This is an optimization exercise on Yosys and OpenROAD, whose aim is small area and a short achievable clock period, not a production implementation. In this exercise RTL edits were held to simulation tests only and were not proved equivalent to the original. Power is estimated from default activity; no workload was simulated.

[config.mk]
export PLATFORM = sky130hd
export DESIGN_NAME = fpcvt_top
export DESIGN_NICKNAME = fpcvt_top
export VERILOG_FILES = /design/flow/design.v
export SDC_FILE = /design/flow/constraint.sdc
export NUM_CORES = 4
export LEC_CHECK = 0
export CAP_MARGIN = 20
export CORE_MARGIN = 2
export CORE_UTILIZATION = 40
export SETUP_SLACK_MARGIN = 0.4
export SLEW_MARGIN = 20
[constraint.sdc]
create_clock -name core_clock -period 7.0 [get_ports {clk}]
set_input_delay 1.4000 -clock core_clock [delete_from_list [all_inputs] [get_ports {clk}]]
set_output_delay 1.4000 -clock core_clock [all_outputs]
set_load 0.01 [all_outputs]
[design.v]
package fpcvt_pkg;
    localparam int FLAG_W        = 3;
    localparam int FLAG_INVALID  = 2;
    localparam int FLAG_OVERFLOW = 1;
    localparam int FLAG_INEXACT  = 0;
    localparam int FP64_BIAS = 1023;
    localparam logic [63:0] INT64_MAX_C = 64'h7fff_ffff_ffff_ffff;
    localparam logic [63:0] INT64_MIN_C = 64'h8000_0000_0000_0000;
    typedef struct packed {
        logic        sign;
        logic [10:0] exp;
        logic [51:0] mant;
    } fp64_fields_t;
    typedef union packed {
        fp64_fields_t       as_fp;
        logic signed [63:0] as_int;
    } fp64_word_u;
endpackage
`timescale 1ns/10ps
module fp64_to_int64 #(
    parameter int TAG_W = 4
) (
    input  logic                  clk,
    input  logic                  rst,
    input  logic                  in_valid,
    output logic                  in_ready,
    input  fpcvt_pkg::fp64_word_u in_data,
    input  logic [TAG_W-1:0]      in_tag,
    output logic                  res_valid,
    input  logic                  res_ready,
    output logic [63:0]           res_data,
    output logic [fpcvt_pkg::FLAG_W-1:0] res_flags,
    output logic [TAG_W-1:0]      res_tag
);
    logic               sign;
    logic [10:0]        exp_b;
    logic [51:0]        mant;
    logic               is_nan;
    logic               is_inf;
    logic               is_zero;
    logic signed [12:0] exp_unb;
    logic               below_one;
    logic [115:0]       shifted;
    logic [63:0]        int_mag;
    logic [51:0]        frac_bits;
    logic               too_big;
    logic [63:0]        nxt_data;
    logic [fpcvt_pkg::FLAG_W-1:0]  nxt_flags;
    logic               accept;
    assign sign  = in_data.as_fp.sign;
    assign exp_b = in_data.as_fp.exp;
    assign mant  = in_data.as_fp.mant;
    assign is_nan  = (exp_b == 11'h7ff) && (mant != '0);
    assign is_inf  = (exp_b == 11'h7ff) && (mant == '0);
    assign is_zero = (exp_b == '0) && (mant == '0);
    assign exp_unb   = 13'(exp_b) - 13'(fpcvt_pkg::FP64_BIAS);
    assign below_one = exp_unb < 13'sd0;
    assign shifted   = {63'd0, 1'b1, mant} << exp_unb[5:0];
    assign int_mag   = shifted[115:52];
    assign frac_bits = shifted[51:0];
    assign too_big = !below_one && ((exp_unb > 13'sd63)
                   || (int_mag[63] && !(sign && (int_mag[62:0] == '0))));
    always_comb begin
        nxt_data  = '0;
        nxt_flags = '0;
        if (is_nan) begin
            nxt_flags[fpcvt_pkg::FLAG_INVALID] = 1'b1;
        end else if (is_inf || too_big) begin
            nxt_data                 = sign ? fpcvt_pkg::INT64_MIN_C : fpcvt_pkg::INT64_MAX_C;
            nxt_flags[fpcvt_pkg::FLAG_OVERFLOW] = 1'b1;
        end else if (below_one) begin
            nxt_flags[fpcvt_pkg::FLAG_INEXACT] = !is_zero;
        end else begin
            nxt_data                = sign ? -int_mag : int_mag;
            nxt_flags[fpcvt_pkg::FLAG_INEXACT] = |frac_bits;
        end
    end
    assign in_ready = !res_valid || res_ready;
    assign accept   = in_valid && in_ready;
    always_ff @(posedge clk) begin
        if (rst) begin
            res_valid <= 1'b0;
        end else if (accept) begin
            res_valid <= 1'b1;
        end else if (res_ready) begin
            res_valid <= 1'b0;
        end
    end
    always_ff @(posedge clk) begin
        if (accept) begin
            res_data  <= nxt_data;
            res_flags <= nxt_flags;
            res_tag   <= in_tag;
        end
    end
endmodule
`timescale 1ns/10ps
module int64_to_fp64 #(
    parameter int TAG_W = 4
) (
    input  logic                  clk,
    input  logic                  rst,
    input  logic                  in_valid,
    output logic                  in_ready,
    input  fpcvt_pkg::fp64_word_u in_data,
    input  logic [TAG_W-1:0]      in_tag,
    output logic                  res_valid,
    input  logic                  res_ready,
    output logic [63:0]           res_data,
    output logic [fpcvt_pkg::FLAG_W-1:0] res_flags,
    output logic [TAG_W-1:0]      res_tag
);
    logic              neg;
    logic [63:0]       mag;
    logic [5:0]        lead;
    logic [63:0]       norm;
    fpcvt_pkg::fp64_word_u        nxt_word;
    logic [fpcvt_pkg::FLAG_W-1:0] nxt_flags;
    logic              accept;
    assign neg = in_data.as_int[63];
    assign mag = neg ? 64'(-in_data.as_int) : 64'(in_data.as_int);
    always_comb begin
        lead = '0;
        for (int i = 0; i < 64; i++) begin
            if (mag[i]) begin
                lead = 6'(i);
            end
        end
    end
    assign norm = mag << (6'd63 - lead);
    always_comb begin
        nxt_word  = '0;
        nxt_flags = '0;
        if (mag != '0) begin
            nxt_word.as_fp.sign = neg;
            nxt_word.as_fp.exp  = 11'(fpcvt_pkg::FP64_BIAS) + 11'(lead);
            nxt_word.as_fp.mant = norm[62:11];
            nxt_flags[fpcvt_pkg::FLAG_INEXACT] = |norm[10:0];
        end
    end
    assign in_ready = !res_valid || res_ready;
    assign accept   = in_valid && in_ready;
    always_ff @(posedge clk) begin
        if (rst) begin
            res_valid <= 1'b0;
        end else if (accept) begin
            res_valid <= 1'b1;
        end else if (res_ready) begin
            res_valid <= 1'b0;
        end
    end
    always_ff @(posedge clk) begin
        if (accept) begin
            res_data  <= nxt_word;
            res_flags <= nxt_flags;
            res_tag   <= in_tag;
        end
    end
endmodule
`timescale 1ns/10ps
module result_arbiter #(
    parameter int TAG_W = 4
) (
    input  logic                         clk,
    input  logic                         rst,
    input  logic                         req0_valid,
    output logic                         req0_ready,
    input  logic [63:0]                  req0_data,
    input  logic [fpcvt_pkg::FLAG_W-1:0] req0_flags,
    input  logic [TAG_W-1:0]             req0_tag,
    input  logic                         req1_valid,
    output logic                         req1_ready,
    input  logic [63:0]                  req1_data,
    input  logic [fpcvt_pkg::FLAG_W-1:0] req1_flags,
    input  logic [TAG_W-1:0]             req1_tag,
    output logic                         res_valid,
    input  logic                         res_ready,
    output logic [63:0]                  res_data,
    output logic [fpcvt_pkg::FLAG_W-1:0] res_flags,
    output logic [TAG_W-1:0]             res_tag,
    output logic                         res_src
);
    logic prio;
    logic grant1;
    logic xfer;
    assign grant1 = req1_valid && (!req0_valid || prio);
    assign res_valid = req0_valid || req1_valid;
    assign res_src   = grant1;
    assign res_data  = grant1 ? req1_data  : req0_data;
    assign res_flags = grant1 ? req1_flags : req0_flags;
    assign res_tag   = grant1 ? req1_tag   : req0_tag;
    assign req0_ready = res_ready && !grant1;
    assign req1_ready = res_ready && grant1;
    assign xfer = res_valid && res_ready;
    always_ff @(posedge clk) begin
        if (rst) begin
            prio <= 1'b0;
        end else if (xfer) begin
            prio <= !grant1;
        end
    end
endmodule
`timescale 1ns/10ps
module fpcvt_top #(
    parameter int TAG_W = 4
) (
    input  logic                         clk,
    input  logic                         rst,
    input  logic                         f2i_valid,
    output logic                         f2i_ready,
    input  logic [63:0]                  f2i_data,
    input  logic [TAG_W-1:0]             f2i_tag,
    input  logic                         i2f_valid,
    output logic                         i2f_ready,
    input  logic [63:0]                  i2f_data,
    input  logic [TAG_W-1:0]             i2f_tag,
    output logic                         res_valid,
    input  logic                         res_ready,
    output logic [63:0]                  res_data,
    output logic [fpcvt_pkg::FLAG_W-1:0] res_flags,
    output logic [TAG_W-1:0]             res_tag,
    output logic                         res_src
);
    logic                         f2i_res_valid, f2i_res_ready;
    logic [63:0]                  f2i_res_data;
    logic [fpcvt_pkg::FLAG_W-1:0] f2i_res_flags;
    logic [TAG_W-1:0]             f2i_res_tag;
    logic                         i2f_res_valid, i2f_res_ready;
    logic [63:0]                  i2f_res_data;
    logic [fpcvt_pkg::FLAG_W-1:0] i2f_res_flags;
    logic [TAG_W-1:0]             i2f_res_tag;
    fp64_to_int64 #(.TAG_W(TAG_W)) u_f2i (
        .clk      (clk),
        .rst      (rst),
        .in_valid (f2i_valid),
        .in_ready (f2i_ready),
        .in_data  (f2i_data),
        .in_tag   (f2i_tag),
        .res_valid (f2i_res_valid),
        .res_ready (f2i_res_ready),
        .res_data  (f2i_res_data),
        .res_flags (f2i_res_flags),
        .res_tag   (f2i_res_tag)
    );
    int64_to_fp64 #(.TAG_W(TAG_W)) u_i2f (
        .clk      (clk),
        .rst      (rst),
        .in_valid (i2f_valid),
        .in_ready (i2f_ready),
        .in_data  (i2f_data),
        .in_tag   (i2f_tag),
        .res_valid (i2f_res_valid),
        .res_ready (i2f_res_ready),
        .res_data  (i2f_res_data),
        .res_flags (i2f_res_flags),
        .res_tag   (i2f_res_tag)
    );
    result_arbiter #(.TAG_W(TAG_W)) u_arb (
        .clk       (clk),
        .rst       (rst),
        .req0_valid (f2i_res_valid),
        .req0_ready (f2i_res_ready),
        .req0_data  (f2i_res_data),
        .req0_flags (f2i_res_flags),
        .req0_tag   (f2i_res_tag),
        .req1_valid (i2f_res_valid),
        .req1_ready (i2f_res_ready),
        .req1_data  (i2f_res_data),
        .req1_flags (i2f_res_flags),
        .req1_tag   (i2f_res_tag),
        .res_valid (res_valid),
        .res_ready (res_ready),
        .res_data  (res_data),
        .res_flags (res_flags),
        .res_tag   (res_tag),
        .res_src   (res_src)
    );
endmodule
[run.sh]
#!/bin/bash
# synth_recipe.tcl (not shown) runs the flow's synth.tcl, then flattens the netlist and writes it again
# the make line also repeats each setting of config.mk as NAME=value (left out here)
make -C /OpenROAD-flow-scripts/flow DESIGN_CONFIG=/design/flow/config.mk WORK_HOME=/design/flow/orfs CLKGATE_MAP_FILE= SYNTH_SCRIPT=/design/flow/synth_recipe.tcl finish
==> results.txt <==
-- registers in the layout, indices dropped and copies added (netlist names) --
register,flops
u_f2i.res_data,64
u_i2f.res_data,64
u_f2i.res_tag,4
u_i2f.res_tag,4
u_f2i.res_flags,3
u_arb.prio,1
u_f2i.res_valid,1
u_i2f.res_flags,1
u_i2f.res_valid,1
-- stage by stage --
step                      power, mW  utilization (%)
final                          4.82             53.3
after global routing           5.00             53.3
after CTS                      4.71             52.4
after detailed placement       3.79             51.2
after global placement         3.79             51.2
after floorplan                2.52                -
-- path summary, 6_finish.rpt --
path | end | from | depth (start not counted)
min reg2reg | u_arb.prio | u_arb.prio | 1
max reg2reg | u_f2i.res_flags[0] | u_arb.prio | 7
max | u_i2f.res_data[34] | i2f_data[6] | 19
min | u_arb.prio | u_arb.prio | 1
-- Yosys cell counts, drive strengths merged (9+ instances only) --
cell type / instances
o211ai: 60
o22ai: 30
and4: 15
nand2b: 21
mux2i: 218
o221ai: 21
nand3: 70
a31oi: 27
mux2: 136
clkbuf: 109
or2: 19
mux4: 58
and2: 29
nand3b: 9
o22a: 9
nor3: 67
a21o: 15
buf: 115
nand4: 36
a22oi: 26
o21ai: 138
edfxtp: 140
nor4: 45
o41ai: 18
a21oi: 94
o31a: 9
a32oi: 12
o311ai: 30
o31ai: 33
o2111ai: 13
and3: 24
or4: 25
xnor2: 49
nor2b: 15
inv: 32
xor2: 53
o2bb2ai: 9
or3: 34
a211oi: 24
nand2: 261
o21a: 16
nor2: 156
-- routing by layer --
metal  vias up  track usage [%]  share of wire [%]
li1      10600                -                  -
met1     11600             54.6                 48
met2      1190             47.4                 40
met3        96             7.36                 10
met4         2             5.47                1.5
met5         -                0             0.0072
-- cells by family (layout without fill, tap and decap cells) --
kind of cell / Yosys count / in the layout / share of synthesized area [%]
multiplexers: 412 / 412 / 24.0
adder cells (fa/ha/maj): 7 / 7 / 0.417
XOR/XNOR: 102 / 102 / 4.43
flip-flops: 143 / 143 / 20.3
AND/OR/NAND/NOR: 849 / 849 / 21.0
AO/OA/AOI/OAI: 687 / 687 / 23.8
buffers and inverters: 256 / 749 / 6.03
-- power by group through the flow --
stage | registers, mW | logic (mW) | clock network, mW
6_report | 1.09 | 2.83 | 0.898
5_1_grt | 1.10 | 2.97 | 0.933
4_1_cts | 1.09 | 2.71 | 0.906
3_5_place_dp | 1.11 | 2.68 | 0
3_3_place_gp | 1.11 | 2.68 | 0
2_1_floorplan | 1.09 | 1.43 | 0
-- worst reg2reg max path: cells and delay by family (launching register included) --
kind | cells | cell delay, ps
AND/OR/NAND/NOR | 5 | 1130
flip-flops | 1 | 320
buffers and inverters | 2 | 1310
-- final cells by class --
cell class | instances | area share [%]
Inverter | 32 | 0.454
Timing Repair Buffer | 685 | 21.4
Clock inverter | 14 | 0.473
Clock buffer | 18 | 1.56
Tap cell | 680 | 3.09
Sequential cell | 143 | 15.5
Multi-Input combinational cell | 2057 | 57.6
-- timing repair --
action,4_1_cts,5_1_grt
endpoints found under the hold margin,0,0
endpoints found under the setup margin,9,90
setup buffers,3,27
pin swaps,4,24
resized for setup,11,59
gates cloned,0,1
==> metrics.md <==
| Metric | Value |
|---|---|
| Outcome | complete, no violations |
| Buf/Inv on CP | 6 |
| Clock sinks | ~140 |
| Largest net degree at the start of global routing | 103 |
| Tot GR Track Use | between 30% and 40% |
| CP max stage delay | around 480 ps |
| Synth Register Bits | about 140 |
| CTS tree | yes |
| Routed wire per std cell | 26.7 µm |
| Pre-CTS setup slack | -190 ps |
| Commonest non-fill, non-tap cell in the layout | buf_4 |
| Worst skew pair latency | about 440 ps |
| Yosys top cell area share | about a fifth |
| Final Slew Violations | 0 |
| Ys flop type | edfxtp_1 |
| Routability cong. | approximately 1 |
| Clock buffer depth | 2 |
| First-pass GRT wire length | approximately 140 mm |
| Pre-antenna DRT Iters | 9 |
| Final Hold Vio Count | 0 |
| Setup_tns | 0 ps |
| Dpl hpwl | around 78 mm |
| Reg clk slew, reported paths | roughly 60 ps |
| Critical Path Slowest Stage Cell | a222oi_1 |
| Die width | between 200 and 250 µm |
| Register area | 4260 µm² |
| Critical path, cell by cell | clkdlybuf4s50_1 > buf_4 > buf_4 > nor4_1 > nand2_1 > o32a_1 > a222oi_1 > o31ai_1 > buf_4 > a211oi_1 > o31a_1 > o2bb2ai_4 > buf_12 > buf_6 > a311oi_1 > a32o_2 > nor2_1 > a21oi_1 > o221ai_1 |
| Via/cell ratio | about 6.5 |
| Max VDD drop | about 0.17 mV |
| Setup violators final | 0 |
| Synth Area per Inst | around 8.6 µm² |
| Cell accounting for the most synthesized area | edfxtp_1 |
| Startpoint types | input pin |
| Rows | 83 |
| F_max | 0.153 GHz |
| Design area | ~28,000 µm² |
| Layout Skew | 10.9 ps |
| Io pins | between 200 and 250 |
| HP Class | register to register |
| Net Switching | approximately 2.0 mW |
| Flop-to-flop setup slack | roughly 3800 ps |
| Post-route minimum period | 6540 ps |
| Critical Path End Type | register |
| Die Height | ~230 µm |
| # placed instances | ~3,600 |
| Ant diodes | 0 |
| H-tree depth | 4 |
| Int Pwr | ~2.8 mW |
| CTS Hold Bufs | 0 |
| Vias in the first global route | around 22,000 |
| IO buf count | 215 |
| Die ar. | ~54,000 µm² |
| Num CTS Buffers | 17 |
| P_leak | approximately 10 nW |
| Antenna violations before repair | 2 |
| Area of the multi-input gates | between 15,000 and 20,000 µm² |
| Placed Area | between 20,000 and 30,000 µm² |
| Arr. time, crit path | about 6600 ps |
| DR iter-0 viols | 2,574 |
| Gate power share | around 59% |
| Setup ws final | ~460 ps |
| Relative slew margins | 29.3% |
| Layout cells sized above 1 | between 20% and 30% |
| Final-layout fill cell count | between 4,000 and 5,000 |
| Cells after Synth | between 2,000 and 2,500 |
| DRT antenna net count | 0 |
| Residual DRC | 0 |
| CP top delay family | compound AO/OA/AOI/OAI gates |
| EDFF count, synth | 140 |
| Ranking of synthesized cells by area | edfxtp_1 20%, mux2i_1 10%, mux2_2 7.3% |
| Clk pwr share | 18.6% |
| Core area | slightly above 50,000 µm² |
| Initial core utilization | between 40 and 50% |
| Sequential fraction of the synthesis area | 20.3% |
| Area growth syn-to-layout | 31.1% |
| Worst-margin pin slew | between 1000 and 1500 ps |
| RSZ-0062 raised after global routing | no |
| Clock root buffer | clkbuf_16 |
| Fin cells | about 3,600 |
| CP dominant cell by count | buf_4 |
| Final nets | between 3,000 and 4,000 |
| Netlist Area Pre-Place | roughly 21,000 µm² |
| Critical path type | input pin to register |
| Fin crit share | between 90% and 100% |
| CP max FO | 22 |
| Synthesis Warnings | 3 |
| Grt total ovfl | 0 |
| Post-Syn Nets | roughly 2,600 |
| Async S/R FF share, synth | 0% |
| Total Wirelength | just under 100 mm |
| Most frequent cells in the layout | 453 x buf_4, 258 x nand2_1, 210 x clkdlybuf4s50_1 |
| Pwr/cell area | approximately 180 nW/µm² |
| Via count | 23,500 |
| Sw frac | about 43% |
| Final hold slack | between 400 and 500 ps |
| Worst EP required | about 7000 ps |
| Seq pwr share | roughly 23% |
| Max-Cap Viols | 0 |
| Yosys cell types | between 100 and 150 |

## port drivers added, routing unchanged
How much do the figures lean on ideal ports? The routed layout below was timed once more, with nothing changed but the port constraints. Step 1 sets driving cells, clkbuf_16 on the clock port and buf_2 on the other inputs (assumed; they add their load-dependent delay and slew). Step 2, shift: input delay + t, output delay - t, t = (earliest + latest rising clock arrival at the registers) / 2. This alone moves slack from input paths to output paths. Slacks: no drivers / after step 1 / after step 2; pairs: no drivers / after step 1.
t (ns): 0.492
slack for setup (ns): 0.457 / 0.459 / -0.033
hold WS [ns]: 0.480 / 0.480 / 0.480
latest minus earliest clock arrival (ns): 0.021 / 0.020
worst data-port slew with drivers (ns): 0.07
With both steps, setup timing fails in this run, where it was met with ideal ports. The setup slack of this run moves by +0.002 ns with the drivers and by -0.490 ns with both steps.
